This design comes from an exercise in tuning for small area, a short achievable clock period and few clock cycles per item on the open sky130 flow, not from production work. Only simulation tests tie the RTL to the original design; equivalence was not proved. No activity file was given, so power comes from the tool's default toggle rates.

[flow/run.sh]
#!/bin/bash
# The standard layout, with the port buffers made of buf_2 cells instead of the cell
# buffer_ports picks by default. Synthesis, floorplan, power grid and the rest are the
# standard flow's. make's full output goes to standard.log in this folder; ORFS writes
# each step's log under orfs/logs/.
set -euo pipefail
bash standard.sh "BUFFER_PORTS_ARGS=-buffer_cell sky130_fd_sc_hd__buf_2" finish > standard.log 2>&1
[standard.sh]
#!/bin/bash
# synth_recipe.tcl (not shown) runs the flow's synth.tcl, then flattens the netlist and writes it again
# the make line also repeats each setting of config.mk as NAME=value (left out here)
make -C /OpenROAD-flow-scripts/flow DESIGN_CONFIG=/design/flow/config.mk WORK_HOME=/design/flow/orfs CLKGATE_MAP_FILE= SYNTH_SCRIPT=/design/flow/synth_recipe.tcl "${@:-finish}"
[config.mk]
export PLATFORM = sky130hd
export DESIGN_NAME = exec_stage
export DESIGN_NICKNAME = exec_stage
export VERILOG_FILES = /design/flow/design.v
export SDC_FILE = /design/flow/constraint.sdc
export NUM_CORES = 4
export LEC_CHECK = 0
export CAP_MARGIN = 20
export CORE_MARGIN = 2
export CORE_UTILIZATION = 50
export CTS_CLUSTER_DIAMETER = 80
export CTS_CLUSTER_SIZE = 30
export PLACE_DENSITY = 0.6
export SETUP_SLACK_MARGIN = 4.6
export SLEW_MARGIN = 20
[constraint.sdc]
create_clock -name core_clock -period 8.0 [get_ports {clock}]
set_input_delay 1.6000 -clock core_clock [delete_from_list [all_inputs] [get_ports {clock}]]
set_output_delay 1.6000 -clock core_clock [all_outputs]
set_load 0.01 [all_outputs]
[design.v]
`default_nettype none
module exec_prefix_add #(
    parameter int N = 32
) (
    input  logic [N-1:0] a,
    input  logic [N-1:0] b,
    input  logic         cin,
    output logic [N-1:0] sum,
    output logic         cout
);
    logic [N-1:0] g0, p0, g, p;
    assign p0 = a ^ b;
    assign g0 = a & b;
    always_comb begin
        g    = g0;
        p    = p0;
        g[0] = g0[0] | (p0[0] & cin);
        for (int step = 1; step < N; step = step * 2) begin
            for (int i = 0; i < N; i++) begin
                if ((i / step) % 2 == 1) begin
                    if (i == step && step == 1) begin
                        g[i] = (g0[1] | (p0[1] & g0[0])) | (p0[1] & p0[0] & cin);
                        p[i] = p0[1] & p0[0];
                    end else if (i == step) begin
                        g[i] = (g0[i] | (p0[i] & g0[i-1])) | (p0[i] & p0[i-1] & g[i-2]);
                        p[i] = p0[i] & p0[i-1] & p[i-2];
                    end else begin
                        g[i] = g[i] | (p[i] & g[(i / step) * step - 1]);
                        p[i] = p[i] & p[(i / step) * step - 1];
                    end
                end
            end
        end
    end
    assign sum  = p0 ^ {g[N-2:0], cin};
    assign cout = g[N-1];
endmodule
module exec_prefix_pg #(
    parameter int N = 32
) (
    input  logic [N-1:0] g0,
    input  logic [N-1:0] p0,
    input  logic         cin,
    output logic [N-1:0] sum,
    output logic         cout
);
    logic [N-1:0] g, p;
    always_comb begin
        g    = g0;
        p    = p0;
        g[0] = g0[0] | (p0[0] & cin);
        for (int step = 1; step < N; step = step * 2) begin
            for (int i = 0; i < N; i++) begin
                if ((i / step) % 2 == 1) begin
                    g[i] = g[i] | (p[i] & g[(i / step) * step - 1]);
                    p[i] = p[i] & p[(i / step) * step - 1];
                end
            end
        end
    end
    assign sum  = p0 ^ {g[N-2:0], cin};
    assign cout = g[N-1];
endmodule
module exec_less_than #(
    parameter int N = 32
) (
    input  logic [N-1:0] a,
    input  logic [N-1:0] b,
    output logic         lt
);
    logic [N-1:0] g, p;
    always_comb begin
        g = a & ~b;
        p = a ^ ~b;
        g[0] = g[0] | p[0];    
        for (int step = 1; step < N; step = step * 2) begin
            for (int i = 2 * step - 1; i < N; i = i + 2 * step) begin
                g[i] = g[i] | (p[i] & g[i - step]);
                p[i] = p[i] & p[i - step];
            end
        end
    end
    assign lt = ~g[N-1];
endmodule
`default_nettype wire
`default_nettype none
module exec_mul_csa (
    input  logic [33:0] s_in,
    input  logic [33:0] c_in,
    input  logic [31:0] a,
    input  logic [3:0]  one,
    input  logic [3:0]  two,
    input  logic [3:0]  neg,
    input  logic [7:0]  corr_a,
    input  logic [7:0]  corr_b,
    input  logic        klast,
    output logic [41:0] sum_out,
    output logic [41:0] carry_out
);
    logic [3:0]  nneg;
    logic [32:0] row0, row1, row2, row3;
    logic [33:0] a2;
    assign a2 = {1'b0, a, 1'b0};
    always_comb begin
        nneg = ~neg;
        for (int k = 0; k < 33; k++) begin
            row0[k] = ((one[0] & a2[k+1]) | (two[0] & a2[k])) ^ neg[0];
            row1[k] = ((one[1] & a2[k+1]) | (two[1] & a2[k])) ^ neg[1];
            row2[k] = ((one[2] & a2[k+1]) | (two[2] & a2[k])) ^ neg[2];
            row3[k] = ((one[3] & a2[k+1]) | (two[3] & a2[k])) ^ neg[3];
        end
    end
    logic fs0, fc0, fs1, fc1, fs2, fc2, fs3, fc3, fs4, fc4, fs5, fc5, fs6, fc6, fs7, fc7, fs8, fc8, fs9, fc9, fs10, fc10, fs11, fc11, fs12, fc12, fs13, fc13, fs14, fc14, fs15, fc15, fs16, fc16, fs17, fc17, fs18, fc18, fs19, fc19, fs20, fc20, fs21, fc21, fs22, fc22, fs23, fc23, fs24, fc24, fs25, fc25, fs26, fc26, fs27, fc27, fs28, fc28, fs29, fc29, fs30, fc30, fs31, fc31, fs32, fc32, fs33, fc33, fs34, fc34, fs35, fc35, fs36, fc36, fs37, fc37, fs38, fc38, fs39, fc39, fs40, fc40, fs41, fc41, fs42, fc42, fs43, fc43, fs44, fc44, fs45, fc45, fs46, fc46, fs47, fc47, fs48, fc48, fs49, fc49, fs50, fc50, fs51, fc51, fs52, fc52, fs53, fc53, fs54, fc54, fs55, fc55, fs56, fc56, fs57, fc57, fs58, fc58, fs59, fc59, fs60, fc60, fs61, fc61, fs62, fc62, fs63, fc63, fs64, fc64, fs65, fc65, fs66, fc66, fs67, fc67, fs68, fc68, fs69, fc69, fs70, fc70, fs71, fc71, fs72, fc72, fs73, fc73, fs74, fc74, fs75, fc75, fs76, fc76, fs77, fc77, fs78, fc78, fs79, fc79, fs80, fc80, fs81, fc81, fs82, fc82, fs83, fc83, fs84, fc84, fs85, fc85, fs86, fc86, fs87, fc87, fs88, fc88, fs89, fc89, fs90, fc90, fs91, fc91, fs92, fc92, fs93, fc93, fs94, fc94, fs95, fc95, fs96, fc96, fs97, fc97, fs98, fc98, fs99, fc99, fs100, fc100, fs101, fc101, fs102, fc102, fs103, fc103, fs104, fc104, fs105, fc105, fs106, fc106, fs107, fc107, fs108, fc108, fs109, fc109, fs110, fc110, fs111, fc111, fs112, fc112, fs113, fc113, fs114, fc114, fs115, fc115, fs116, fc116, fs117, fc117, fs118, fc118, fs119, fc119, fs120, fc120, fs121, fc121, fs122, fc122, fs123, fc123, fs124, fc124, fs125, fc125, fs126, fc126, fs127, fc127, fs128, fc128, fs129, fc129, fs130, fc130, fs131, fc131, fs132, fc132, fs133, fc133, fs134, fc134, fs135, fc135, fs136, fc136, fs137, fc137, fs138, fc138, fs139, fc139, fs140, fc140, fs141, fc141, fs142, fc142, fs143, fc143, fs144, fc144, fs145, fc145, fs146, fc146, fs147, fc147, fs148, fc148, fs149, fc149, fs150, fc150, fs151, fc151, fs152, fc152, fs153, fc153, fs154, fc154, fs155, fc155, fs156, fc156, fs157, fc157, fs158, fc158, fs159, fc159, fs160, fc160, fs161, fc161;
    logic hs0, hc0, hs1, hc1, hs2, hc2, hs3, hc3, hs4, hc4, hs5, hc5, hs6, hc6, hs7, hc7, hs8, hc8, hs9, hc9, hs10, hc10, hs11, hc11, hs12, hc12, hs13, hc13, hs14, hc14, hs15, hc15, hs16, hc16, hs17, hc17;
    exec_fa u_fa0 (.a(s_in[0]), .b(c_in[0]), .c(nneg[0]), .s(fs0), .co(fc0));
    exec_fa u_fa1 (.a(s_in[1]), .b(c_in[1]), .c(neg[0]), .s(fs1), .co(fc1));
    exec_ha u_ha0 (.a(row0[1]), .b(fc0), .s(hs0), .c(hc0));
    exec_fa u_fa2 (.a(s_in[2]), .b(c_in[2]), .c(nneg[1]), .s(fs2), .co(fc2));
    exec_fa u_fa3 (.a(row0[2]), .b(row1[0]), .c(fc1), .s(fs3), .co(fc3));
    exec_ha u_ha1 (.a(fs2), .b(hc0), .s(hs1), .c(hc1));
    exec_fa u_fa4 (.a(s_in[3]), .b(c_in[3]), .c(neg[1]), .s(fs4), .co(fc4));
    exec_fa u_fa5 (.a(row0[3]), .b(row1[1]), .c(fc2), .s(fs5), .co(fc5));
    exec_fa u_fa6 (.a(fs4), .b(fc3), .c(fs5), .s(fs6), .co(fc6));
    exec_fa u_fa7 (.a(s_in[4]), .b(c_in[4]), .c(nneg[2]), .s(fs7), .co(fc7));
    exec_fa u_fa8 (.a(row0[4]), .b(row1[2]), .c(row2[0]), .s(fs8), .co(fc8));
    exec_fa u_fa9 (.a(fc4), .b(fs7), .c(fc5), .s(fs9), .co(fc9));
    exec_ha u_ha2 (.a(fs8), .b(fc6), .s(hs2), .c(hc2));
    exec_fa u_fa10 (.a(s_in[5]), .b(c_in[5]), .c(neg[2]), .s(fs10), .co(fc10));
    exec_fa u_fa11 (.a(row0[5]), .b(row1[3]), .c(row2[1]), .s(fs11), .co(fc11));
    exec_fa u_fa12 (.a(fc7), .b(fs10), .c(fc8), .s(fs12), .co(fc12));
    exec_fa u_fa13 (.a(fs11), .b(fc9), .c(fs12), .s(fs13), .co(fc13));
    exec_fa u_fa14 (.a(s_in[6]), .b(c_in[6]), .c(nneg[3]), .s(fs14), .co(fc14));
    exec_fa u_fa15 (.a(row0[6]), .b(row1[4]), .c(row2[2]), .s(fs15), .co(fc15));
    exec_fa u_fa16 (.a(row3[0]), .b(fc10), .c(fs14), .s(fs16), .co(fc16));
    exec_fa u_fa17 (.a(fc11), .b(fs15), .c(fs16), .s(fs17), .co(fc17));
    exec_ha u_ha3 (.a(fc12), .b(fs17), .s(hs3), .c(hc3));
    exec_fa u_fa18 (.a(s_in[7]), .b(c_in[7]), .c(neg[3]), .s(fs18), .co(fc18));
    exec_fa u_fa19 (.a(row0[7]), .b(row1[5]), .c(row2[3]), .s(fs19), .co(fc19));
    exec_fa u_fa20 (.a(row3[1]), .b(fc14), .c(fs18), .s(fs20), .co(fc20));
    exec_fa u_fa21 (.a(fc15), .b(fs19), .c(fc16), .s(fs21), .co(fc21));
    exec_fa u_fa22 (.a(fs20), .b(fs21), .c(fc17), .s(fs22), .co(fc22));
    exec_fa u_fa23 (.a(s_in[8]), .b(c_in[8]), .c(klast), .s(fs23), .co(fc23));
    exec_fa u_fa24 (.a(row0[8]), .b(row1[6]), .c(row2[4]), .s(fs24), .co(fc24));
    exec_fa u_fa25 (.a(row3[2]), .b(fc18), .c(fs23), .s(fs25), .co(fc25));
    exec_fa u_fa26 (.a(fc19), .b(fs24), .c(fc20), .s(fs26), .co(fc26));
    exec_fa u_fa27 (.a(fs25), .b(fc21), .c(fs26), .s(fs27), .co(fc27));
    exec_fa u_fa28 (.a(s_in[9]), .b(c_in[9]), .c(row0[9]), .s(fs28), .co(fc28));
    exec_fa u_fa29 (.a(row1[7]), .b(row2[5]), .c(row3[3]), .s(fs29), .co(fc29));
    exec_fa u_fa30 (.a(fc23), .b(fc24), .c(fs28), .s(fs30), .co(fc30));
    exec_fa u_fa31 (.a(fs29), .b(fc25), .c(fc26), .s(fs31), .co(fc31));
    exec_ha u_ha4 (.a(fs30), .b(fc27), .s(hs4), .c(hc4));
    exec_fa u_fa32 (.a(s_in[10]), .b(c_in[10]), .c(klast), .s(fs32), .co(fc32));
    exec_fa u_fa33 (.a(row0[10]), .b(row1[8]), .c(row2[6]), .s(fs33), .co(fc33));
    exec_fa u_fa34 (.a(row3[4]), .b(fs32), .c(fc28), .s(fs34), .co(fc34));
    exec_fa u_fa35 (.a(fc29), .b(fs33), .c(fc30), .s(fs35), .co(fc35));
    exec_fa u_fa36 (.a(fs34), .b(fc31), .c(fs35), .s(fs36), .co(fc36));
    exec_fa u_fa37 (.a(s_in[11]), .b(c_in[11]), .c(row0[11]), .s(fs37), .co(fc37));
    exec_fa u_fa38 (.a(row1[9]), .b(row2[7]), .c(row3[5]), .s(fs38), .co(fc38));
    exec_fa u_fa39 (.a(fc32), .b(fc33), .c(fs37), .s(fs39), .co(fc39));
    exec_fa u_fa40 (.a(fs38), .b(fc34), .c(fs39), .s(fs40), .co(fc40));
    exec_ha u_ha5 (.a(fc35), .b(fs40), .s(hs5), .c(hc5));
    exec_fa u_fa41 (.a(s_in[12]), .b(c_in[12]), .c(klast), .s(fs41), .co(fc41));
    exec_fa u_fa42 (.a(row0[12]), .b(row1[10]), .c(row2[8]), .s(fs42), .co(fc42));
    exec_fa u_fa43 (.a(row3[6]), .b(fs41), .c(fc37), .s(fs43), .co(fc43));
    exec_fa u_fa44 (.a(fc38), .b(fs42), .c(fc39), .s(fs44), .co(fc44));
    exec_fa u_fa45 (.a(fs43), .b(fc40), .c(fs44), .s(fs45), .co(fc45));
    exec_fa u_fa46 (.a(s_in[13]), .b(c_in[13]), .c(row0[13]), .s(fs46), .co(fc46));
    exec_fa u_fa47 (.a(row1[11]), .b(row2[9]), .c(row3[7]), .s(fs47), .co(fc47));
    exec_fa u_fa48 (.a(fc41), .b(fc42), .c(fs46), .s(fs48), .co(fc48));
    exec_fa u_fa49 (.a(fs47), .b(fc43), .c(fs48), .s(fs49), .co(fc49));
    exec_ha u_ha6 (.a(fc44), .b(fs49), .s(hs6), .c(hc6));
    exec_fa u_fa50 (.a(s_in[14]), .b(c_in[14]), .c(klast), .s(fs50), .co(fc50));
    exec_fa u_fa51 (.a(row0[14]), .b(row1[12]), .c(row2[10]), .s(fs51), .co(fc51));
    exec_fa u_fa52 (.a(row3[8]), .b(fs50), .c(fc46), .s(fs52), .co(fc52));
    exec_fa u_fa53 (.a(fc47), .b(fs51), .c(fc48), .s(fs53), .co(fc53));
    exec_fa u_fa54 (.a(fs52), .b(fc49), .c(fs53), .s(fs54), .co(fc54));
    exec_fa u_fa55 (.a(s_in[15]), .b(c_in[15]), .c(row0[15]), .s(fs55), .co(fc55));
    exec_fa u_fa56 (.a(row1[13]), .b(row2[11]), .c(row3[9]), .s(fs56), .co(fc56));
    exec_fa u_fa57 (.a(fc50), .b(fc51), .c(fs55), .s(fs57), .co(fc57));
    exec_fa u_fa58 (.a(fs56), .b(fc52), .c(fs57), .s(fs58), .co(fc58));
    exec_ha u_ha7 (.a(fc53), .b(fs58), .s(hs7), .c(hc7));
    exec_fa u_fa59 (.a(s_in[16]), .b(c_in[16]), .c(klast), .s(fs59), .co(fc59));
    exec_fa u_fa60 (.a(row0[16]), .b(row1[14]), .c(row2[12]), .s(fs60), .co(fc60));
    exec_fa u_fa61 (.a(row3[10]), .b(fs59), .c(fc55), .s(fs61), .co(fc61));
    exec_fa u_fa62 (.a(fc56), .b(fs60), .c(fc57), .s(fs62), .co(fc62));
    exec_fa u_fa63 (.a(fs61), .b(fc58), .c(fs62), .s(fs63), .co(fc63));
    exec_fa u_fa64 (.a(s_in[17]), .b(c_in[17]), .c(row0[17]), .s(fs64), .co(fc64));
    exec_fa u_fa65 (.a(row1[15]), .b(row2[13]), .c(row3[11]), .s(fs65), .co(fc65));
    exec_fa u_fa66 (.a(fc59), .b(fc60), .c(fs64), .s(fs66), .co(fc66));
    exec_fa u_fa67 (.a(fs65), .b(fc61), .c(fs66), .s(fs67), .co(fc67));
    exec_ha u_ha8 (.a(fc62), .b(fs67), .s(hs8), .c(hc8));
    exec_fa u_fa68 (.a(s_in[18]), .b(c_in[18]), .c(klast), .s(fs68), .co(fc68));
    exec_fa u_fa69 (.a(row0[18]), .b(row1[16]), .c(row2[14]), .s(fs69), .co(fc69));
    exec_fa u_fa70 (.a(row3[12]), .b(fs68), .c(fc64), .s(fs70), .co(fc70));
    exec_fa u_fa71 (.a(fc65), .b(fs69), .c(fc66), .s(fs71), .co(fc71));
    exec_fa u_fa72 (.a(fs70), .b(fc67), .c(fs71), .s(fs72), .co(fc72));
    exec_fa u_fa73 (.a(s_in[19]), .b(c_in[19]), .c(row0[19]), .s(fs73), .co(fc73));
    exec_fa u_fa74 (.a(row1[17]), .b(row2[15]), .c(row3[13]), .s(fs74), .co(fc74));
    exec_fa u_fa75 (.a(fc68), .b(fc69), .c(fs73), .s(fs75), .co(fc75));
    exec_fa u_fa76 (.a(fs74), .b(fc70), .c(fs75), .s(fs76), .co(fc76));
    exec_ha u_ha9 (.a(fc71), .b(fs76), .s(hs9), .c(hc9));
    exec_fa u_fa77 (.a(s_in[20]), .b(c_in[20]), .c(klast), .s(fs77), .co(fc77));
    exec_fa u_fa78 (.a(row0[20]), .b(row1[18]), .c(row2[16]), .s(fs78), .co(fc78));
    exec_fa u_fa79 (.a(row3[14]), .b(fs77), .c(fc73), .s(fs79), .co(fc79));
    exec_fa u_fa80 (.a(fc74), .b(fs78), .c(fc75), .s(fs80), .co(fc80));
    exec_fa u_fa81 (.a(fs79), .b(fc76), .c(fs80), .s(fs81), .co(fc81));
    exec_fa u_fa82 (.a(s_in[21]), .b(c_in[21]), .c(row0[21]), .s(fs82), .co(fc82));
    exec_fa u_fa83 (.a(row1[19]), .b(row2[17]), .c(row3[15]), .s(fs83), .co(fc83));
    exec_fa u_fa84 (.a(fc77), .b(fc78), .c(fs82), .s(fs84), .co(fc84));
    exec_fa u_fa85 (.a(fs83), .b(fc79), .c(fs84), .s(fs85), .co(fc85));
    exec_ha u_ha10 (.a(fc80), .b(fs85), .s(hs10), .c(hc10));
    exec_fa u_fa86 (.a(s_in[22]), .b(c_in[22]), .c(klast), .s(fs86), .co(fc86));
    exec_fa u_fa87 (.a(row0[22]), .b(row1[20]), .c(row2[18]), .s(fs87), .co(fc87));
    exec_fa u_fa88 (.a(row3[16]), .b(fs86), .c(fc82), .s(fs88), .co(fc88));
    exec_fa u_fa89 (.a(fc83), .b(fs87), .c(fc84), .s(fs89), .co(fc89));
    exec_fa u_fa90 (.a(fs88), .b(fc85), .c(fs89), .s(fs90), .co(fc90));
    exec_fa u_fa91 (.a(s_in[23]), .b(c_in[23]), .c(row0[23]), .s(fs91), .co(fc91));
    exec_fa u_fa92 (.a(row1[21]), .b(row2[19]), .c(row3[17]), .s(fs92), .co(fc92));
    exec_fa u_fa93 (.a(fc86), .b(fc87), .c(fs91), .s(fs93), .co(fc93));
    exec_fa u_fa94 (.a(fs92), .b(fc88), .c(fs93), .s(fs94), .co(fc94));
    exec_ha u_ha11 (.a(fc89), .b(fs94), .s(hs11), .c(hc11));
    exec_fa u_fa95 (.a(s_in[24]), .b(c_in[24]), .c(klast), .s(fs95), .co(fc95));
    exec_fa u_fa96 (.a(row0[24]), .b(row1[22]), .c(row2[20]), .s(fs96), .co(fc96));
    exec_fa u_fa97 (.a(row3[18]), .b(fs95), .c(fc91), .s(fs97), .co(fc97));
    exec_fa u_fa98 (.a(fc92), .b(fs96), .c(fc93), .s(fs98), .co(fc98));
    exec_fa u_fa99 (.a(fs97), .b(fc94), .c(fs98), .s(fs99), .co(fc99));
    exec_fa u_fa100 (.a(s_in[25]), .b(c_in[25]), .c(row0[25]), .s(fs100), .co(fc100));
    exec_fa u_fa101 (.a(row1[23]), .b(row2[21]), .c(row3[19]), .s(fs101), .co(fc101));
    exec_fa u_fa102 (.a(fc95), .b(fc96), .c(fs100), .s(fs102), .co(fc102));
    exec_fa u_fa103 (.a(fs101), .b(fc97), .c(fs102), .s(fs103), .co(fc103));
    exec_ha u_ha12 (.a(fc98), .b(fs103), .s(hs12), .c(hc12));
    exec_fa u_fa104 (.a(s_in[26]), .b(c_in[26]), .c(klast), .s(fs104), .co(fc104));
    exec_fa u_fa105 (.a(row0[26]), .b(row1[24]), .c(row2[22]), .s(fs105), .co(fc105));
    exec_fa u_fa106 (.a(row3[20]), .b(fs104), .c(fc100), .s(fs106), .co(fc106));
    exec_fa u_fa107 (.a(fc101), .b(fs105), .c(fc102), .s(fs107), .co(fc107));
    exec_fa u_fa108 (.a(fs106), .b(fc103), .c(fs107), .s(fs108), .co(fc108));
    exec_fa u_fa109 (.a(s_in[27]), .b(c_in[27]), .c(row0[27]), .s(fs109), .co(fc109));
    exec_fa u_fa110 (.a(row1[25]), .b(row2[23]), .c(row3[21]), .s(fs110), .co(fc110));
    exec_fa u_fa111 (.a(fc104), .b(fc105), .c(fs109), .s(fs111), .co(fc111));
    exec_fa u_fa112 (.a(fs110), .b(fc106), .c(fs111), .s(fs112), .co(fc112));
    exec_ha u_ha13 (.a(fc107), .b(fs112), .s(hs13), .c(hc13));
    exec_fa u_fa113 (.a(s_in[28]), .b(c_in[28]), .c(klast), .s(fs113), .co(fc113));
    exec_fa u_fa114 (.a(row0[28]), .b(row1[26]), .c(row2[24]), .s(fs114), .co(fc114));
    exec_fa u_fa115 (.a(row3[22]), .b(fs113), .c(fc109), .s(fs115), .co(fc115));
    exec_fa u_fa116 (.a(fc110), .b(fs114), .c(fc111), .s(fs116), .co(fc116));
    exec_fa u_fa117 (.a(fs115), .b(fc112), .c(fs116), .s(fs117), .co(fc117));
    exec_fa u_fa118 (.a(s_in[29]), .b(c_in[29]), .c(row0[29]), .s(fs118), .co(fc118));
    exec_fa u_fa119 (.a(row1[27]), .b(row2[25]), .c(row3[23]), .s(fs119), .co(fc119));
    exec_fa u_fa120 (.a(fc113), .b(fc114), .c(fs118), .s(fs120), .co(fc120));
    exec_fa u_fa121 (.a(fs119), .b(fc115), .c(fs120), .s(fs121), .co(fc121));
    exec_ha u_ha14 (.a(fc116), .b(fs121), .s(hs14), .c(hc14));
    exec_fa u_fa122 (.a(s_in[30]), .b(c_in[30]), .c(klast), .s(fs122), .co(fc122));
    exec_fa u_fa123 (.a(row0[30]), .b(row1[28]), .c(row2[26]), .s(fs123), .co(fc123));
    exec_fa u_fa124 (.a(row3[24]), .b(fs122), .c(fc118), .s(fs124), .co(fc124));
    exec_fa u_fa125 (.a(fc119), .b(fs123), .c(fc120), .s(fs125), .co(fc125));
    exec_fa u_fa126 (.a(fs124), .b(fc121), .c(fs125), .s(fs126), .co(fc126));
    exec_fa u_fa127 (.a(s_in[31]), .b(c_in[31]), .c(row0[31]), .s(fs127), .co(fc127));
    exec_fa u_fa128 (.a(row1[29]), .b(row2[27]), .c(row3[25]), .s(fs128), .co(fc128));
    exec_fa u_fa129 (.a(fc122), .b(fc123), .c(fs127), .s(fs129), .co(fc129));
    exec_fa u_fa130 (.a(fs128), .b(fc124), .c(fs129), .s(fs130), .co(fc130));
    exec_ha u_ha15 (.a(fc125), .b(fs130), .s(hs15), .c(hc15));
    exec_fa u_fa131 (.a(s_in[32]), .b(c_in[32]), .c(corr_a[0]), .s(fs131), .co(fc131));
    exec_fa u_fa132 (.a(corr_b[0]), .b(klast), .c(row0[32]), .s(fs132), .co(fc132));
    exec_fa u_fa133 (.a(row1[30]), .b(row2[28]), .c(row3[26]), .s(fs133), .co(fc133));
    exec_fa u_fa134 (.a(fs131), .b(fc127), .c(fc128), .s(fs134), .co(fc134));
    exec_fa u_fa135 (.a(fs132), .b(fs133), .c(fc129), .s(fs135), .co(fc135));
    exec_fa u_fa136 (.a(fs134), .b(fc130), .c(fs135), .s(fs136), .co(fc136));
    exec_fa u_fa137 (.a(s_in[33]), .b(c_in[33]), .c(nneg[0]), .s(fs137), .co(fc137));
    exec_fa u_fa138 (.a(corr_a[1]), .b(corr_b[1]), .c(row1[31]), .s(fs138), .co(fc138));
    exec_fa u_fa139 (.a(row2[29]), .b(row3[27]), .c(fs137), .s(fs139), .co(fc139));
    exec_fa u_fa140 (.a(fc131), .b(fc132), .c(fc133), .s(fs140), .co(fc140));
    exec_fa u_fa141 (.a(fs138), .b(fs139), .c(fc134), .s(fs141), .co(fc141));
    exec_fa u_fa142 (.a(fs140), .b(fc135), .c(fs141), .s(fs142), .co(fc142));
    exec_fa u_fa143 (.a(corr_a[2]), .b(corr_b[2]), .c(klast), .s(fs143), .co(fc143));
    exec_fa u_fa144 (.a(row1[32]), .b(row2[30]), .c(row3[28]), .s(fs144), .co(fc144));
    exec_fa u_fa145 (.a(fc137), .b(fs143), .c(fc138), .s(fs145), .co(fc145));
    exec_fa u_fa146 (.a(fs144), .b(fc139), .c(fc140), .s(fs146), .co(fc146));
    exec_fa u_fa147 (.a(fs145), .b(fc141), .c(fs146), .s(fs147), .co(fc147));
    exec_fa u_fa148 (.a(nneg[1]), .b(corr_a[3]), .c(corr_b[3]), .s(fs148), .co(fc148));
    exec_fa u_fa149 (.a(row2[31]), .b(row3[29]), .c(fc143), .s(fs149), .co(fc149));
    exec_fa u_fa150 (.a(fs148), .b(fc144), .c(fs149), .s(fs150), .co(fc150));
    exec_fa u_fa151 (.a(fc145), .b(fc146), .c(fs150), .s(fs151), .co(fc151));
    exec_fa u_fa152 (.a(corr_a[4]), .b(corr_b[4]), .c(klast), .s(fs152), .co(fc152));
    exec_fa u_fa153 (.a(row2[32]), .b(row3[30]), .c(fc148), .s(fs153), .co(fc153));
    exec_fa u_fa154 (.a(fs152), .b(fc149), .c(fs153), .s(fs154), .co(fc154));
    exec_ha u_ha16 (.a(fc150), .b(fs154), .s(hs16), .c(hc16));
    exec_fa u_fa155 (.a(nneg[2]), .b(corr_a[5]), .c(corr_b[5]), .s(fs155), .co(fc155));
    exec_fa u_fa156 (.a(row3[31]), .b(fc152), .c(fs155), .s(fs156), .co(fc156));
    exec_fa u_fa157 (.a(fc153), .b(fs156), .c(fc154), .s(fs157), .co(fc157));
    exec_fa u_fa158 (.a(corr_a[6]), .b(corr_b[6]), .c(klast), .s(fs158), .co(fc158));
    exec_fa u_fa159 (.a(row3[32]), .b(fc155), .c(fs158), .s(fs159), .co(fc159));
    exec_ha u_ha17 (.a(fc156), .b(fs159), .s(hs17), .c(hc17));
    exec_fa u_fa160 (.a(nneg[3]), .b(corr_a[7]), .c(corr_b[7]), .s(fs160), .co(fc160));
    exec_fa u_fa161 (.a(fc158), .b(fs160), .c(fc159), .s(fs161), .co(fc161));
    assign sum_out[0] = row0[0];
    assign carry_out[0] = fs0;
    assign sum_out[1] = fs1;
    assign carry_out[1] = hs0;
    assign sum_out[2] = fs3;
    assign carry_out[2] = hs1;
    assign sum_out[3] = hc1;
    assign carry_out[3] = fs6;
    assign sum_out[4] = fs9;
    assign carry_out[4] = hs2;
    assign sum_out[5] = hc2;
    assign carry_out[5] = fs13;
    assign sum_out[6] = fc13;
    assign carry_out[6] = hs3;
    assign sum_out[7] = hc3;
    assign carry_out[7] = fs22;
    assign sum_out[8] = fc22;
    assign carry_out[8] = fs27;
    assign sum_out[9] = fs31;
    assign carry_out[9] = hs4;
    assign sum_out[10] = hc4;
    assign carry_out[10] = fs36;
    assign sum_out[11] = hs5;
    assign carry_out[11] = fc36;
    assign sum_out[12] = hc5;
    assign carry_out[12] = fs45;
    assign sum_out[13] = hs6;
    assign carry_out[13] = fc45;
    assign sum_out[14] = hc6;
    assign carry_out[14] = fs54;
    assign sum_out[15] = hs7;
    assign carry_out[15] = fc54;
    assign sum_out[16] = hc7;
    assign carry_out[16] = fs63;
    assign sum_out[17] = hs8;
    assign carry_out[17] = fc63;
    assign sum_out[18] = hc8;
    assign carry_out[18] = fs72;
    assign sum_out[19] = hs9;
    assign carry_out[19] = fc72;
    assign sum_out[20] = hc9;
    assign carry_out[20] = fs81;
    assign sum_out[21] = hs10;
    assign carry_out[21] = fc81;
    assign sum_out[22] = hc10;
    assign carry_out[22] = fs90;
    assign sum_out[23] = hs11;
    assign carry_out[23] = fc90;
    assign sum_out[24] = hc11;
    assign carry_out[24] = fs99;
    assign sum_out[25] = hs12;
    assign carry_out[25] = fc99;
    assign sum_out[26] = hc12;
    assign carry_out[26] = fs108;
    assign sum_out[27] = hs13;
    assign carry_out[27] = fc108;
    assign sum_out[28] = hc13;
    assign carry_out[28] = fs117;
    assign sum_out[29] = hs14;
    assign carry_out[29] = fc117;
    assign sum_out[30] = hc14;
    assign carry_out[30] = fs126;
    assign sum_out[31] = hs15;
    assign carry_out[31] = fc126;
    assign sum_out[32] = hc15;
    assign carry_out[32] = fs136;
    assign sum_out[33] = fs142;
    assign carry_out[33] = fc136;
    assign sum_out[34] = fc142;
    assign carry_out[34] = fs147;
    assign sum_out[35] = fc147;
    assign carry_out[35] = fs151;
    assign sum_out[36] = hs16;
    assign carry_out[36] = fc151;
    assign sum_out[37] = hc16;
    assign carry_out[37] = fs157;
    assign sum_out[38] = hs17;
    assign carry_out[38] = fc157;
    assign sum_out[39] = hc17;
    assign carry_out[39] = fs161;
    assign sum_out[40] = fc160;
    assign carry_out[40] = fc161;
    assign sum_out[41] = 1'b0;
    assign carry_out[41] = 1'b0;
endmodule
module exec_fa (input logic a, input logic b, input logic c, output logic s, output logic co);
    assign s  = a ^ b ^ c;
    assign co = (a & b) | (a & c) | (b & c);
endmodule
module exec_ha (input logic a, input logic b, output logic s, output logic c);
    assign s = a ^ b;
    assign c = a & b;
endmodule
`default_nettype wire
`default_nettype none
module exec_stage (
    input  logic        clock,
    input  logic        reset,
    input  logic        issue_valid,
    input  logic [1:0]  issue_fu,
    input  logic [3:0]  issue_func,
    input  logic [1:0]  opa_select,
    input  logic [2:0]  opb_select,
    input  logic [31:0] inst,
    input  logic [31:0] pc,
    input  logic [31:0] rs1_value,
    input  logic [31:0] rs2_value,
    input  logic [4:0]  issue_tag,
    input  logic        complete_credit,
    output logic [2:0]  fu_free,
    output logic        complete_valid,
    output logic [1:0]  complete_fu,
    output logic [4:0]  complete_tag,
    output logic [31:0] complete_result,
    output logic        complete_take
);
    localparam logic [3:0] ALU_ADD = 4'd0, ALU_SUB = 4'd1, ALU_AND = 4'd2, ALU_OR = 4'd3,
                           ALU_XOR = 4'd4, ALU_SLT = 4'd5, ALU_SLTU = 4'd6, ALU_SLL = 4'd7,
                           ALU_SRL = 4'd8, ALU_SRA = 4'd9;
    localparam logic [3:0] MUL = 4'd10, MULH = 4'd11, MULHSU = 4'd12;
    localparam logic [6:0] OPCODE_JAL  = 7'b1101111;
    localparam logic [6:0] OPCODE_JALR = 7'b1100111;
    logic [31:0] opa, opb;
    logic [29:0] pc_inc;
    always_comb begin
        logic [29:0] c;
        c = pc[31:2];
        for (int step = 1; step < 30; step = step * 2) begin
            for (int i = 0; i < 30; i++) begin
                if ((i / step) % 2 == 1) c[i] = c[i] & c[(i / step) * step - 1];
            end
        end
        pc_inc = pc[31:2] ^ {c[28:0], 1'b1};
    end
    always_comb begin
        case (opa_select)
            2'd0:    opa = rs1_value;
            2'd1:    opa = {pc_inc, pc[1:0]};
            2'd2:    opa = pc;
            default: opa = '0;
        endcase
    end
    always_comb begin
        case (opb_select)
            3'd0:    opb = rs2_value;
            3'd1:    opb = {{20{inst[31]}}, inst[31:20]};
            3'd2:    opb = {{20{inst[31]}}, inst[31:25], inst[11:7]};
            3'd3:    opb = {{19{inst[31]}}, inst[31], inst[7], inst[30:25], inst[11:8], 1'b0};
            3'd4:    opb = {inst[31:12], 12'b0};
            3'd5:    opb = {{11{inst[31]}}, inst[31], inst[19:12], inst[20], inst[30:21], 1'b0};
            default: opb = '0;
        endcase
    end
    logic in_eq_lo, in_eq_hi, in_lt_lo, in_lt_hi, in_jal, in_jalr;
    exec_less_than #(.N(16)) u_lt_lo (.a(rs1_value[15:0]), .b(rs2_value[15:0]), .lt(in_lt_lo));
    exec_less_than #(.N(16)) u_lt_hi (.a(rs1_value[31:16]), .b(rs2_value[31:16]), .lt(in_lt_hi));
    assign in_eq_lo = (rs1_value[15:0] == rs2_value[15:0]);
    assign in_eq_hi = (rs1_value[31:16] == rs2_value[31:16]);
    assign in_jal   = (inst[6:0] == OPCODE_JAL);
    assign in_jalr  = (inst[6:0] == OPCODE_JALR);
    localparam int S_SUM = 0, S_AND = 1, S_OR = 2, S_XOR = 3, S_SLT = 4, S_SLTU = 5,
                   S_SL = 6, S_SR = 7;
    logic        in_sub;
    logic [7:0]  in_sel;
    assign in_sub = !issue_fu[1] &&
                    (issue_func == ALU_SUB || issue_func == ALU_SLT || issue_func == ALU_SLTU);
    always_comb begin
        in_sel = '0;
        if (issue_fu[1]) begin
            in_sel[S_SUM] = 1'b1;
        end else begin
            case (issue_func)
                ALU_ADD, ALU_SUB: in_sel[S_SUM]  = 1'b1;
                ALU_AND:          in_sel[S_AND]  = 1'b1;
                ALU_OR:           in_sel[S_OR]   = 1'b1;
                ALU_XOR:          in_sel[S_XOR]  = 1'b1;
                ALU_SLT:          in_sel[S_SLT]  = 1'b1;
                ALU_SLTU:         in_sel[S_SLTU] = 1'b1;
                ALU_SLL:          in_sel[S_SL]   = 1'b1;
                default:          in_sel[S_SR]   = 1'b1;
            endcase
        end
    end
    logic        x_v, x_br, x_jump, x_clr0, x_sub, x_shl, x_sra;
    logic        x_eq_lo, x_eq_hi, x_lt_lo, x_lt_hi, x_s1, x_s2;
    logic [2:0]  x_f3;
    logic [7:0]  x_sel;
    logic [4:0]  x_tag;
    logic        x_a31;
    logic [31:0] x_p, x_g;
    logic [4:0]  x_sh;
    logic [31:0] in_bx;
    assign in_bx = (in_sel[S_SL] || in_sel[S_SR]) ? 32'b0 : opb ^ {32{in_sub}};
    always_ff @(posedge clock) begin
        if (reset) x_v <= 1'b0;
        else       x_v <= issue_valid && (issue_fu != 2'd1);
    end
    always_ff @(posedge clock) begin
        x_br   <= issue_fu[1];
        x_sel  <= in_sel;
        x_sub  <= in_sub;
        x_shl  <= (issue_func == ALU_SLL);
        x_sra  <= (issue_func == ALU_SRA);
        x_tag  <= issue_tag;
        x_a31  <= opa[31];
        x_p    <= opa ^ in_bx;
        x_g    <= opa & in_bx;
        x_sh   <= opb[4:0];
        x_jump  <= in_jal | in_jalr;
        x_f3    <= inst[14:12];
        x_eq_lo <= in_eq_lo;
        x_eq_hi <= in_eq_hi;
        x_lt_lo <= in_lt_lo;
        x_lt_hi <= in_lt_hi;
        x_s1    <= rs1_value[31];
        x_s2    <= rs2_value[31];
        x_clr0 <= issue_fu[1] & in_jalr;
    end
    logic x_beq, x_bltu, x_blt, x_cond, x_take;
    assign x_beq  = x_eq_hi & x_eq_lo;
    assign x_bltu = x_lt_hi | (x_eq_hi & x_lt_lo);
    assign x_blt  = (x_s1 ^ x_s2) ? x_s1 : x_bltu;
    always_comb begin
        case (x_f3)
            3'b000:  x_cond = x_beq;
            3'b001:  x_cond = ~x_beq;
            3'b100:  x_cond = x_blt;
            3'b101:  x_cond = ~x_blt;
            3'b110:  x_cond = x_bltu;
            3'b111:  x_cond = ~x_bltu;
            default: x_cond = 1'b0;
        endcase
    end
    assign x_take = x_jump | x_cond;
    logic [31:0] x_sum;
    logic        x_cout, x_ltu, x_lt;
    logic [31:0] sh_rot, sh_mask, sh_mask_l, sh_out;
    logic [31:0] x_res;
    exec_prefix_pg #(.N(32)) u_add (
        .g0(x_g), .p0(x_p), .cin(x_sub), .sum(x_sum), .cout(x_cout)
    );
    assign x_ltu = ~x_cout;
    assign x_lt  = ~x_p[31] ? x_a31 : x_ltu;
    logic [4:0] x_rot;
    assign x_rot = x_shl ? 5'd0 - x_sh : x_sh;
    always_comb begin
        sh_rot = x_p;
        for (int k = 0; k < 5; k++) begin
            if (x_rot[k]) sh_rot = 32'({sh_rot, sh_rot} >> (1 << k));
        end
    end
    always_comb begin
        for (int i = 0; i < 32; i++) sh_mask_l[i] = ({27'b0, x_sh} <= i);
        for (int i = 0; i < 32; i++) sh_mask[i] = x_shl ? sh_mask_l[i] : sh_mask_l[31-i];
    end
    assign sh_out = (sh_rot & sh_mask) | ({32{x_sra & x_a31}} & ~sh_mask);
    assign x_res = ({32{x_sel[S_SUM]}} & {x_sum[31:1], x_sum[0] & ~x_clr0})
                 | ({32{x_sel[S_AND]}} & x_g)
                 | ({32{x_sel[S_OR]}}  & (x_g | x_p))
                 | ({32{x_sel[S_XOR]}} & x_p)
                 | {31'b0, (x_sel[S_SLT] & x_lt) | (x_sel[S_SLTU] & x_ltu)}
                 | ({32{x_sel[S_SL] | x_sel[S_SR]}} & sh_out);
    logic        pa_v, pb_v, r_v;
    logic        m_busy;
    logic [3:0]  m_ph;       
    logic [1:0]  credits;
    logic        has_credit;
    logic        m_last, m_first;
    logic        grant_x, grant_pa, grant_pb, grant_mul, granted;
    function automatic logic [3:0] arbitrate(input logic credit, input logic mul_first,
                                             input logic pa, input logic pb, input logic x,
                                             input logic mul);
        arbitrate = 4'b0000;
        if (credit) begin
            if (mul_first)  arbitrate = 4'b0001;    
            else if (pa)    arbitrate = 4'b0100;
            else if (pb)    arbitrate = 4'b0010;
            else if (x)     arbitrate = 4'b1000;
            else if (mul)   arbitrate = 4'b0001;
        end
    endfunction
    logic x_v_n, pa_v_n, pb_v_n, r_v_n, m_busy_n, m_first_n, has_credit_n;
    logic m_free, m_step;
    logic park_a, park_b;
    logic [1:0] credits_next;
    assign x_v_n        = issue_valid && (issue_fu != 2'd1);
    assign pa_v_n       = park_a || (pa_v && !grant_pa);
    assign pb_v_n       = park_b || (pb_v && !grant_pb);
    assign r_v_n        = m_last || (r_v && !grant_mul);
    assign m_busy_n     = m_free ? (issue_valid && (issue_fu == 2'd1)) : m_busy;
    assign m_first_n    = m_free || (m_first && !m_step);
    assign has_credit_n = (credits_next != 2'd0);
    always_ff @(posedge clock) begin
        if (reset) begin
            {grant_x, grant_pa, grant_pb, grant_mul} <= 4'b0000;
        end else begin
            {grant_x, grant_pa, grant_pb, grant_mul} <=
                arbitrate(has_credit_n, r_v_n && m_busy_n && m_first_n, pa_v_n, pb_v_n, x_v_n,
                          r_v_n);
        end
    end
    assign granted = grant_x | grant_pa | grant_pb | grant_mul;
    assign fu_free = {(grant_x & x_br) | grant_pb, m_last, (grant_x & ~x_br) | grant_pa};
    logic [31:0] pa_res, pb_res;
    logic [4:0]  pa_tag, pb_tag;
    logic        pb_take;
    assign park_a = x_v && !x_br && !grant_x;
    assign park_b = x_v &&  x_br && !grant_x;
    always_ff @(posedge clock) begin
        if (reset) begin
            pa_v <= 1'b0;
            pb_v <= 1'b0;
        end else begin
            if (park_a)        pa_v <= 1'b1;
            else if (grant_pa) pa_v <= 1'b0;
            if (park_b)        pb_v <= 1'b1;
            else if (grant_pb) pb_v <= 1'b0;
        end
    end
    always_ff @(posedge clock) begin
        if (park_a) begin
            pa_res <= x_res;
            pa_tag <= x_tag;
        end
        if (park_b) begin
            pb_res  <= x_res;
            pb_tag  <= x_tag;
            pb_take <= x_take;
        end
    end
    logic [31:0] m_a, m_b;
    logic        m_a32, m_uext;
    logic [3:0]  m_one, m_two, m_neg;
    logic [33:0] m_s, m_c;
    logic        m_ci;
    logic [7:0]  m_ls, m_lc;
    logic        m_hi, m_short;
    logic [4:0]  m_tag;
    logic        r_hi, r_short;
    logic [7:0]  r_b0;
    logic [4:0]  r_tag;
    logic        in_asgn, in_bsgn, in_a32, in_uext;
    assign in_asgn = (issue_func == MUL) || (issue_func == MULH) || (issue_func == MULHSU);
    assign in_bsgn = (issue_func == MUL) || (issue_func == MULH);
    assign in_a32  = in_asgn & opa[31];
    assign in_uext = ~in_bsgn & opb[31];
    logic        in_short;
    assign in_short = (opb[31:15] == 17'h00000) || (in_bsgn && (opb[31:15] == 17'h1FFFF));
    assign m_free = !m_busy || m_last;
    assign m_step = m_busy && (!m_first || !r_v || grant_mul);
    logic [7:0]  m_corr_a, m_corr_b;
    logic [33:0] m_s_in, m_c_in;
    logic [41:0] m_sum, m_carry;
    logic [7:0]  m_low;
    logic        m_cout;
    assign m_corr_a = {8{m_uext}} & (({8{m_ph[0]}} & m_a[7:0])   | ({8{m_ph[1]}} & m_a[15:8])
                                   | ({8{m_ph[2]}} & m_a[23:16]) | ({8{m_ph[3]}} & m_a[31:24]));
    assign m_corr_b = {8{m_a32}} & ~m_b[7:0];
    assign m_s_in   = m_first ? 34'h0AAAAAAAB : m_s;
    assign m_c_in   = m_first ? {1'b0, m_a32, 32'b0} : m_c;
    exec_mul_csa u_csa (
        .s_in(m_s_in), .c_in(m_c_in), .a(m_a), .one(m_one), .two(m_two), .neg(m_neg),
        .corr_a(m_corr_a), .corr_b(m_corr_b), .klast(m_last),
        .sum_out(m_sum), .carry_out(m_carry)
    );
    assign {m_cout, m_low} = {1'b0, m_ls} + {1'b0, m_lc} + {8'b0, m_ci};
    function automatic logic [11:0] booth(input logic [8:0] b9);
        logic [3:0] one, two, neg;
        for (int i = 0; i < 4; i++) begin
            one[i] = b9[2*i+1] ^ b9[2*i];
            two[i] = (b9[2*i+2] & ~b9[2*i+1] & ~b9[2*i]) | (~b9[2*i+2] & b9[2*i+1] & b9[2*i]);
            neg[i] = b9[2*i+2];
        end
        booth = {one, two, neg};
    endfunction
    logic [11:0] in_booth, m_next_booth;
    assign in_booth     = booth({opb[7:0], 1'b0});
    assign m_next_booth = booth(m_b[15:7]);
    always_ff @(posedge clock) begin
        if (reset) begin
            m_busy <= 1'b0;
            m_last <= 1'b0;
            r_v    <= 1'b0;
        end else begin
            if (m_free) begin
                m_busy <= issue_valid && (issue_fu == 2'd1);
                m_last <= 1'b0;
            end else if (m_step) begin
                m_last <= m_short ? m_ph[0] : m_ph[2];
            end
            if (m_last)         r_v <= 1'b1;
            else if (grant_mul) r_v <= 1'b0;
        end
    end
    always_ff @(posedge clock) begin
        if (m_free) begin
            m_ph    <= 4'b0001;
            m_first <= 1'b1;
            m_a     <= opa;
            m_b     <= opb;
            m_a32   <= in_a32;
            m_uext  <= in_uext;
            {m_one, m_two, m_neg} <= in_booth;
            m_hi    <= (issue_func != MUL);
            m_short <= in_short;
            m_tag   <= issue_tag;
        end else if (m_step) begin
            m_ph    <= {m_ph[2:0], 1'b0};
            m_first <= 1'b0;
            m_b     <= {m_low, m_b[31:8]};
            {m_one, m_two, m_neg} <= m_next_booth;
        end
    end
    always_ff @(posedge clock) begin
        if (m_step) begin
            m_ls <= m_sum[7:0];
            m_lc <= m_carry[7:0];
            m_ci <= !m_first && m_cout;
            m_c  <= m_carry[41:8];
            if (m_last && !m_hi && !m_short) m_s <= {10'b0, m_low, m_b[31:16]};
            else                             m_s <= m_sum[41:8];
        end
        if (m_last) begin
            r_hi    <= m_hi;
            r_short <= m_short;
            r_b0    <= m_low;
            r_tag   <= m_tag;
        end
    end
    logic [39:0] mh_sum;
    exec_prefix_add #(.N(40)) u_mh_add (
        .a({m_s[31:0], m_ls}), .b({m_c[31:0], m_lc}), .cin(m_ci), .sum(mh_sum), .cout()
    );
    logic        g_m00, g_m01, g_m10, g_m11;
    logic [31:0] mh_res00, mh_res01, mh_res10, mh_res11;
    assign g_m00 = grant_mul & ~r_short & ~r_hi;
    assign g_m01 = grant_mul & ~r_short &  r_hi;
    assign g_m10 = grant_mul &  r_short & ~r_hi;
    assign g_m11 = grant_mul &  r_short &  r_hi;
    assign mh_res00 = {mh_sum[7:0], m_s[23:0]};
    assign mh_res01 = mh_sum[39:8];
    assign mh_res10 = {mh_sum[23:0], r_b0};
    assign mh_res11 = {{16{mh_sum[39]}}, mh_sum[39:24]};
    assign credits_next = credits + {1'b0, complete_credit} - {1'b0, granted};
    always_ff @(posedge clock) begin
        if (reset) begin
            credits        <= 2'd2;
            has_credit     <= 1'b1;
            complete_valid <= 1'b0;
        end else begin
            credits        <= credits_next;
            has_credit     <= (credits_next != 2'd0);
            complete_valid <= granted;
        end
    end
    always_ff @(posedge clock) begin
        complete_fu     <= grant_x ? {x_br, 1'b0} : grant_pa ? 2'd0 : grant_pb ? 2'd2 : 2'd1;
        complete_tag    <= grant_x ? x_tag : grant_pa ? pa_tag : grant_pb ? pb_tag : r_tag;
        complete_take   <= grant_x ? (x_br & x_take) : grant_pb & pb_take;
        complete_result <= ({32{grant_x}}   & x_res)
                         | ({32{grant_pa}}  & pa_res)
                         | ({32{grant_pb}}  & pb_res)
                         | ({32{g_m00}} & mh_res00)
                         | ({32{g_m01}} & mh_res01)
                         | ({32{g_m10}} & mh_res10)
                         | ({32{g_m11}} & mh_res11);
    end
endmodule
`default_nettype wire
==> key figures, run 1 <==
Yosys
  • Synth warn: 5
  • Count of cell types in the netlist: 87
  • Syn_area_per_cell: 9.820 sq um
  • Asr flop ratio synth: 0%
  • Prevailing post-synth register cell: edfxtp_1
  • Largest cells by area after synthesis: edfxtp_1 25%, fa_1 10%, dfxtp_1 10%
  • Post-synthesis register bit count: 409
  • Yosys top cell area share: 24.94%
  • Leading area contributor after synthesis: edfxtp_1
  • Post-synthesis sequential area ratio: 35.09%
  • Mapped Area: 30,580 sq um
  • Number of synthesized flops with an enable pin: 254
  • Mapped Nets: 3,564
  • Post-Syn Instances: 3,114

Floorplanning
  • Std-Cell Rows: 90
  • Die H: 251.3 microns
  • # IOs: 192
  • Initial core utilization: 50.66%
  • Full die area: 63,150 sq um
  • Core area: 60,360 sq um
  • Die W: 251.3 microns

STA
  • # setup viols final: 0
  • Worst slew margin: 16.16%
  • Final Hold Fails: 0
  • Final setup TNS: 0 ns
  • Final period utilization: 43.69%
  • RSZ-0062 raised after global routing: yes
  • Slew @ Worst Pin: 1.244 ns
  • Fmax achieved: 286.1 MHz
  • Final Skew: 0.03407 ns
  • Pins Over Slew Limit: 0
  • Minimum clock period: 3.495 ns

Routing
  • Vias per cell: 6.471
  • Initial DRC count: 3,698
  • DRT Pass-1 Iters: 9
  • Vias: 26.34k
  • Routed WL per cell: 28.92 microns
  • DRC: 0
  • Drt total wl: 117,700 microns
  • Routed Antenna Nets: 0

Global routing
  • Largest net degree at the start of global routing: 96
  • Vias in the first global route: 25.34k
  • Antenna violations before repair: 7
  • Overall global routing resource usage: 36.40%
  • First-pass GRT wire length: 169,000 microns
  • Grt ovf: 0

Placement
  • Input/output buffers: 191
  • Hpwl dp: 88,600 microns
  • GPL Wtd Cong: 1.001
  • Placed instance area: 32,020 sq um

Cells and area
  • Flip-flop and latch area: 10,760 sq um
  • Util after Layout: 58.85%
  • Final instance area: 35,520 sq um
  • Fraction of layout cells with a size suffix above 1: 20.93%
  • Area grow syn2layout: 16.15%
  • Fillers: 5,174
  • Final nets: 3,716
  • Multi-input logic area: 19,220 sq um

Worst hold path
  • Hold crit path type: flip-flop to flip-flop
  • Hold Path Origin: m_tag[2]

Critical path
  • Max FO, Critical Path: 3
  • CP startpoint: x_p[0]
  • Startpoint types: flip-flop
  • CP Class: flip-flop to flip-flop
  • RR Startpoint: x_p[0]
  • Critical Path RT: 8.52 ns
  • Crit end category: flip-flop
  • Crit path DAT: 4.02 ns

Clock network
  • Worst-Skew Late Latency: 0.64 ns
  • Clock transition at path regs: 0.11 ns
  • H-Tree Depth: 1
  • Clock Path Buffers: 3
  • # clock sinks: 409
  • Total CTS buffers: 27
  • CTS tree: done
  • Clock root cell: clkbuf_16

Status
  • Status: finished clean

Pwr
  • Leak: 14.65 nW
  • Pwr/cell area: 269.2 nW/um^2
  • Worst VDD drop: 0.2047 mV

Run
  • Max-cap violations: 0
[layout by cell type (no fill, tap or decap), types with 12 or more instances in the layout]
cell type / Yosys / final
mux2i_2: 2 / 15
inv_1: 230 / 224
buf_6: 6 / 17
a21o_1: 32 / 32
mux4_2: 24 / 25
a222oi_1: 51 / 51
o21ai_0: 147 / 106
xor2_1: 54 / 49
buf_2: 11 / 187
a21oi_1: 189 / 179
mux2i_1: 127 / 96
nor2b_1: 42 / 40
and2_1: 17 / 17
clkbuf_16: 0 / 31
nand3_1: 38 / 34
nor2_1: 217 / 213
ha_1: 143 / 116
ha_4: 0 / 23
o21ai_1: 24 / 29
buf_4: 7 / 128
o21a_1: 16 / 16
a221oi_2: 3 / 14
xnor2_1: 185 / 179
fa_1: 159 / 159
o21ai_2: 2 / 35
dfxtp_1: 155 / 143
a22o_1: 12 / 12
nand2b_1: 51 / 50
mux2_2: 21 / 20
nand4_1: 23 / 23
nor3_1: 45 / 40
a22oi_1: 165 / 160
mux2i_4: 1 / 19
nand2_1: 222 / 220
or2_2: 25 / 23
edfxtp_1: 254 / 254
[sequential cells by signal, summed over array words and instances, names as in the netlist, 32 cells and up]
register,flops
complete_result,32
pa_res,32
x_g,32
x_p,32
m_c,33
m_b,32
m_a,32
m_s,33
pb_res,32
[repair_timing]
item,4_1_cts,5_1_grt
buffers inserted,41,69
gates resized for setup,125,168
gates cloned,5,4
endpoints found under the setup margin,213,123
hold buffers,0,0
pin swaps,43,69
[metal layers]
| metal | routed length [microns] | part of all wire, % | up-vias | global-route usage, % |
|---|---|---|---|---|
| met3 | 13600 | 12 | 309 | 8.791 |
| met5 | 47 | 0.040 | - | 0 |
| li1 | - | - | 11420 | - |
| met1 | 46930 | 40 | 12960 | 49.87 |
| met2 | 50650 | 43 | 1657 | 55.33 |
| met4 | 6499 | 5.5 | 6 | 15.19 |
[cells by family (layout without fill, tap and decap cells)]
| logic type | Yosys count | after routing | share of synthesized area, % |
|---|---|---|---|
| compound gates | 773 | 773 | 17.06 |
| xor+xnor | 241 | 241 | 6.989 |
| fa+ha+maj | 302 | 302 | 16.26 |
| buf+inv | 467 | 640 | 6.011 |
| flops | 409 | 409 | 35.09 |
| mux | 176 | 176 | 6.948 |
| other cells | 0 | 2 | 0 |
| simple gates | 746 | 746 | 11.64 |
[layout make-up]
| type | instances | area share, % |
|---|---|---|
| repair buffers | 353 | 7.119 |
| diodes | 2 | 0.01409 |
| multi-input cells | 2238 | 54.12 |
| clock inverters | 21 | 1.131 |
| repair inverters | 1 | 0.02466 |
| inverters | 236 | 2.631 |
| clock buffers | 29 | 1.923 |
| flip-flops and latches | 409 | 30.28 |
| well taps | 782 | 2.755 |
[Yosys cell counts, types with 11 or more instances]
| cell type | instances |
|---|---|
| a22oi_1 | 165 |
| buf_2 | 11 |
| dfxtp_1 | 155 |
| nor2_1 | 217 |
| ha_1 | 143 |
| or3_1 | 12 |
| nand4_1 | 23 |
| inv_1 | 230 |
| o21ai_1 | 24 |
| xnor2_1 | 185 |
| nor3_1 | 45 |
| nand3_1 | 38 |
| and3_1 | 13 |
| nor2b_1 | 42 |
| clkbuf_1 | 191 |
| xor2_1 | 54 |
| mux2i_1 | 127 |
| fa_1 | 159 |
| and2_1 | 17 |
| or2_2 | 25 |
| a21oi_1 | 189 |
| a21o_1 | 32 |
| o21a_1 | 16 |
| o22a_1 | 11 |
| o21ai_0 | 147 |
| mux4_2 | 24 |
| buf_1 | 16 |
| mux2_2 | 21 |
| a22o_1 | 12 |
| a221oi_1 | 22 |
| a222oi_1 | 51 |
| nand2_1 | 222 |
| edfxtp_1 | 254 |
| a211oi_1 | 11 |
| nand2b_1 | 51 |
[report_power, final]
group	switching [mW]	total [mW]	internal [mW]
logic	2.75	4.67	1.92
registers	0.445	3.19	2.75
clock network	0.954	1.70	0.749
[stage by stage]
| stage | power [mW] | hold WS, ns | setup WS, ns | instances |
|---|---|---|---|---|
| floorplan | 5.772 | 0.4003 | 4.020 | 3114 |
| global placement | 7.260 | 0.4016 | 3.399 | 3900 |
| detailed placement | 7.360 | 0.4045 | 3.357 | 3900 |
| CTS | 9.202 | 0.4293 | 4.456 | 3996 |
| global route | 10.09 | 0.4369 | 4.417 | 4069 |
| finish | 9.563 | 0.4287 | 4.505 | 4071 |
[worst max-delay path, stage by stage (launching register included)]
cell and delay, ns:
dfxtp_4 0.36, ha_4 0.15, or2_4 0.23, ha_4 0.16, o211ai_1 0.22, a21oi_2 0.13, or3_4 0.41, ha_4 0.24
a222oi_1 0.91, o21ai_2 0.20, a221o_1 0.39
[worst paths after layout]
kind	slack (ns)	cells after the start	endpoint
max	4.50	10	complete_result[8]
min	0.43	0	r_tag[2]
max reg2reg	4.50	10	complete_result[8]
min reg2reg	0.43	0	r_tag[2]
Testbench counts, summed over its fixed seeds: cycles 35,907, items 32,000.
==> run 2: changes to the inputs <==
--- a/config.mk
+++ b/config.mk
@@ -11,5 +11,5 @@
 export CTS_CLUSTER_DIAMETER = 80
 export CTS_CLUSTER_SIZE = 30
 export PLACE_DENSITY = 0.6
-export SETUP_SLACK_MARGIN = 4.6
+export SETUP_SLACK_MARGIN = 4.5
 export SLEW_MARGIN = 20
==> run 2 against run 1 <==
  * First-iteration DRC count shrank 3.4%
  * Clock skew grew 0.034 ns
  * Critical path depth grew 3
  * Largest cell class unchanged
  * Wire length shrank 1.6%
  * Count of clock-buffer cells in the layout grew 2
  * Sequential cell count is the same
  * Via count shrank 2.5%
  * Die area is the same
  * Highest routed layer unchanged
  * Register-to-register slack lost 0.11 ns
  * Area after synthesis is the same
  * Hold slack gained 0.0029 ns
  * Largest power group unchanged
  * Clock power grew 3%
==> key figures, run 2 <==
Status
  • Status: finished clean

Cells and area
  • Most frequent cells in the layout: 254 x edfxtp_1, 226 x inv_1, 221 x nand2_1, 213 x nor2_1, 188 x buf_2
  • Regs by FF count: m_c x33, m_s x33
  • Fraction of layout cells with a size suffix above 1: 16.80%
  • Final nets: 3,666
  • Area grow syn2layout: 12.34%
  • Flip-flop and latch area: 10,750 sq um
  • Multi-input logic area: 18,510 sq um
  • Fillers: 5,370
  • Commonest non-fill, non-tap cell in the layout: edfxtp_1

STA
  • # setup viols final: 0
  • Hold_ws: 0.4316 ns
  • Fmax achieved: 271.5 MHz
  • Final Hold Fails: 0
  • Setup ws final: 4.317 ns
  • Pins Over Slew Limit: 0
  • Minimum clock period: 3.683 ns
  • Slew @ Worst Pin: 1.302 ns
  • Final setup TNS: 0 ns
  • Final period utilization: 46.03%
  • Final Skew: 0.06849 ns
  • Worst slew margin: 12.31%
  • RSZ-0062 raised after global routing: yes

Routing
  • DRC: 0
  • DRT Pass-1 Iters: 8
  • Drt total wl: 115,800 microns
  • Vias: 25.68k
  • Vias per cell: 6.384
  • Initial DRC count: 3,573
  • Routed WL per cell: 28.79 microns
  • Routed Antenna Nets: 0

Pwr
  • Seq pwr share: 32.8%
  • Leak: 14.33 nW
  • Logic pwr share: 49.0%
  • Power, Total: 9.592 mW
  • Net Sw Frac: 44.22%
  • Psw: 4.242 mW
  • Pwr/cell area: 279.2 nW/um^2
  • Worst VDD drop: 0.1655 mV
  • Clk pwr share: 18.2%
  • Power Internal: 5.351 mW

Yosys
  • Post-synthesis register bit count: 409
  • Leading area contributor after synthesis: edfxtp_1
  • Number of synthesized flops with an enable pin: 254
  • Count of cell types in the netlist: 87
  • Count leader, synth: edfxtp_1
  • Synth warn: 5
  • Yosys top cell area share: 24.94%
  • Synth cell count leaders: 254 x edfxtp_1, 230 x inv_1, 222 x nand2_1, 217 x nor2_1, 191 x clkbuf_1
  • Post-Syn Instances: 3,114
  • Mapped Area: 30,580 sq um
  • Prevailing post-synth register cell: edfxtp_1
  • Mapped Nets: 3,564
  • Asr flop ratio synth: 0%
  • Largest cells by area after synthesis: edfxtp_1 25%, fa_1 10%, dfxtp_1 10%
  • Post-synthesis sequential area ratio: 35.09%
  • Syn_area_per_cell: 9.820 sq um

Clock network
  • # clock sinks: 409
  • Worst-Skew Late Latency: 0.66 ns
  • Clock Path Buffers: 3
  • CTS tree: done
  • H-Tree Depth: 1
  • Clock transition at path regs: 0.10 ns
  • Total CTS buffers: 28
  • CTS Hold Bufs: 0
  • Clock root cell: clkbuf_16

Floorplanning
  • Initial core utilization: 50.66%
  • Die W: 251.3 microns
  • Core area: 60,360 sq um
  • Die H: 251.3 microns
  • Full die area: 63,150 sq um
  • Std-Cell Rows: 90
  • # IOs: 192

Global routing
  • Largest net degree at the start of global routing: 72
  • Grt ovf: 0
  • Overall global routing resource usage: 36.10%
  • Antenna violations before repair: 5
  • Vias in the first global route: 24.38k
  • First-pass GRT wire length: 167,000 microns

Critical path
  • RR Startpoint: x_p[0]
  • Crit end category: flip-flop
  • Max FO, Critical Path: 4
  • Critical Path RT: 8.51 ns
  • CP Class: input port to flip-flop
  • Startpoint types: input port
  • Crit Reg-Reg Endpoint: complete_result[17]
  • FF-to-FF setup slack: 4.39 ns
  • Crit path DAT: 4.20 ns
  • Worst r2r path cells: 15

Run
  • Max-cap violations: 0

Placement
  • Input/output buffers: 191
  • Hpwl dp: 89,920 microns
  • Pre-CTS setup slack: 3.254 ns
  • GPL Wtd Cong: 1.000

Worst hold path
  • Hold Path Origin: m_tag[4]
  • Number of cells on the worst hold path: 0
  • Hold crit path type: flip-flop to flip-flop
  • Hold Path Sink: r_tag[4]
run 2: changes by cell type in the layout (fill, tap and decap cells not counted), moves of 9 or more:
cell / change
ha_1: +20
mux2i_1: +20
o21ai_1: +9
mux2i_4: -15
buf_4: -47
o21ai_2: -17
ha_4: -18
o21ai_0: +11
run 2: metal layers:
layer	global-route usage [%]	share of wire, %
met1	51.15	42
met2	55.20	44
met3	6.482	9.9
met4	13.62	4.4
met5	0	0.028
run 2: cell families after synthesis:
kind of cell | synth area share (%)
AOI/OAI and AO/OA | 17.06
xor gates and xnor gates | 6.989
adders and majority gates | 16.26
buffers and inverters | 6.011
DFF | 35.09
muxes | 6.948
and+or+nand+nor | 11.64
run 2: how the worst max path moves through the flow:
stage	from	end	cells after the start
2_1_floorplan	pc[2]	x_p[31]	11
3_3_place_gp	pc[2]	x_p[31]	12
3_5_place_dp	pc[2]	x_p[31]	12
4_1_cts	x_p[0]	complete_result[17]	15
5_1_grt	pc[3]	x_p[31]	13
6_report	pc[3]	x_p[31]	13
run 2: critical path: stages:
cell and delay, ns:
buf_8 0.08, ha_4 0.13, and3_4 0.18, nand4_1 0.22, nor4_4 0.35, nand4_1 0.15
buf_6 0.16, nor3_4 0.23, and4_4 0.29, nand3_2 0.07, xor2_1 0.17, o21ai_2 0.24
ha_2 0.33
run 2: layout make-up:
cell class / count / share of cell area, %
diodes: 3 / 0.02185
clock buffers: 31 / 2.134
clock inverters: 21 / 1.231
inverters: 236 / 2.641
multi-input cells: 2238 / 53.89
flip-flops and latches: 409 / 31.30
well taps: 782 / 2.848
repair buffers: 303 / 5.930
run 2: timing repair:
| action | CTS | global route |
|---|---|---|
| pin swaps | 28 | 45 |
| gates resized for setup | 74 | 86 |
| endpoints found under the setup margin | 194 | 91 |
| gates cloned | 1 | 1 |
| setup buffers | 23 | 37 |
run 2: power groups by stage:
| stage | Sequential (mW) | Clock, mW | Combinational (mW) |
|---|---|---|---|
| after floorplan | 2.91 | 0 | 2.86 |
| after global placement | 3.18 | 0 | 4.32 |
| after detailed placement | 3.18 | 0 | 4.42 |
| after CTS | 3.13 | 1.77 | 4.53 |
| after global routing | 3.15 | 1.84 | 5.10 |
| final | 3.14 | 1.75 | 4.70 |
run 2: through the flow:
stage	instance area (sq um)	instances	util, %
final	34350	4023	56.91
after detailed placement	32070	3906	53.13
after floorplan	30620	3114	-
after CTS	33720	3982	55.86
after global routing	34340	4020	56.90
after global placement	32040	3905	53.08

[what the ideal ports hide]
No port has a modelled driver above. Below, the same layouts with a new extraction and two added sets of constraints.
Step 1: set_driving_cell puts a clkbuf_16 on clock and a buf_2 on each other input, an assumption about the parent block.
Step 2 adds t to the input delays and takes it off the output delays; t is the mean of the earliest and latest rising clock arrival at the registers after step 1. Input paths then give back, and output paths get back, about the clock's delay inside the block.
Three values: ideal, step 1, step 2; two values: the first two.
run | shift t [ns] | setup WS [ns] | hold slack, ns
run 1 | 0.689 | 4.505 / 4.505 / 3.870 | 0.429 / 0.429 / 0.429
run 2 | 0.692 | 4.317 / 4.333 / 3.641 | 0.432 / 0.432 / 0.432
After both steps every run listed still meets setup and hold. For run 2, which loses most, drivers alone change the setup slack by +0.016 ns; drivers and shift together by -0.676 ns.
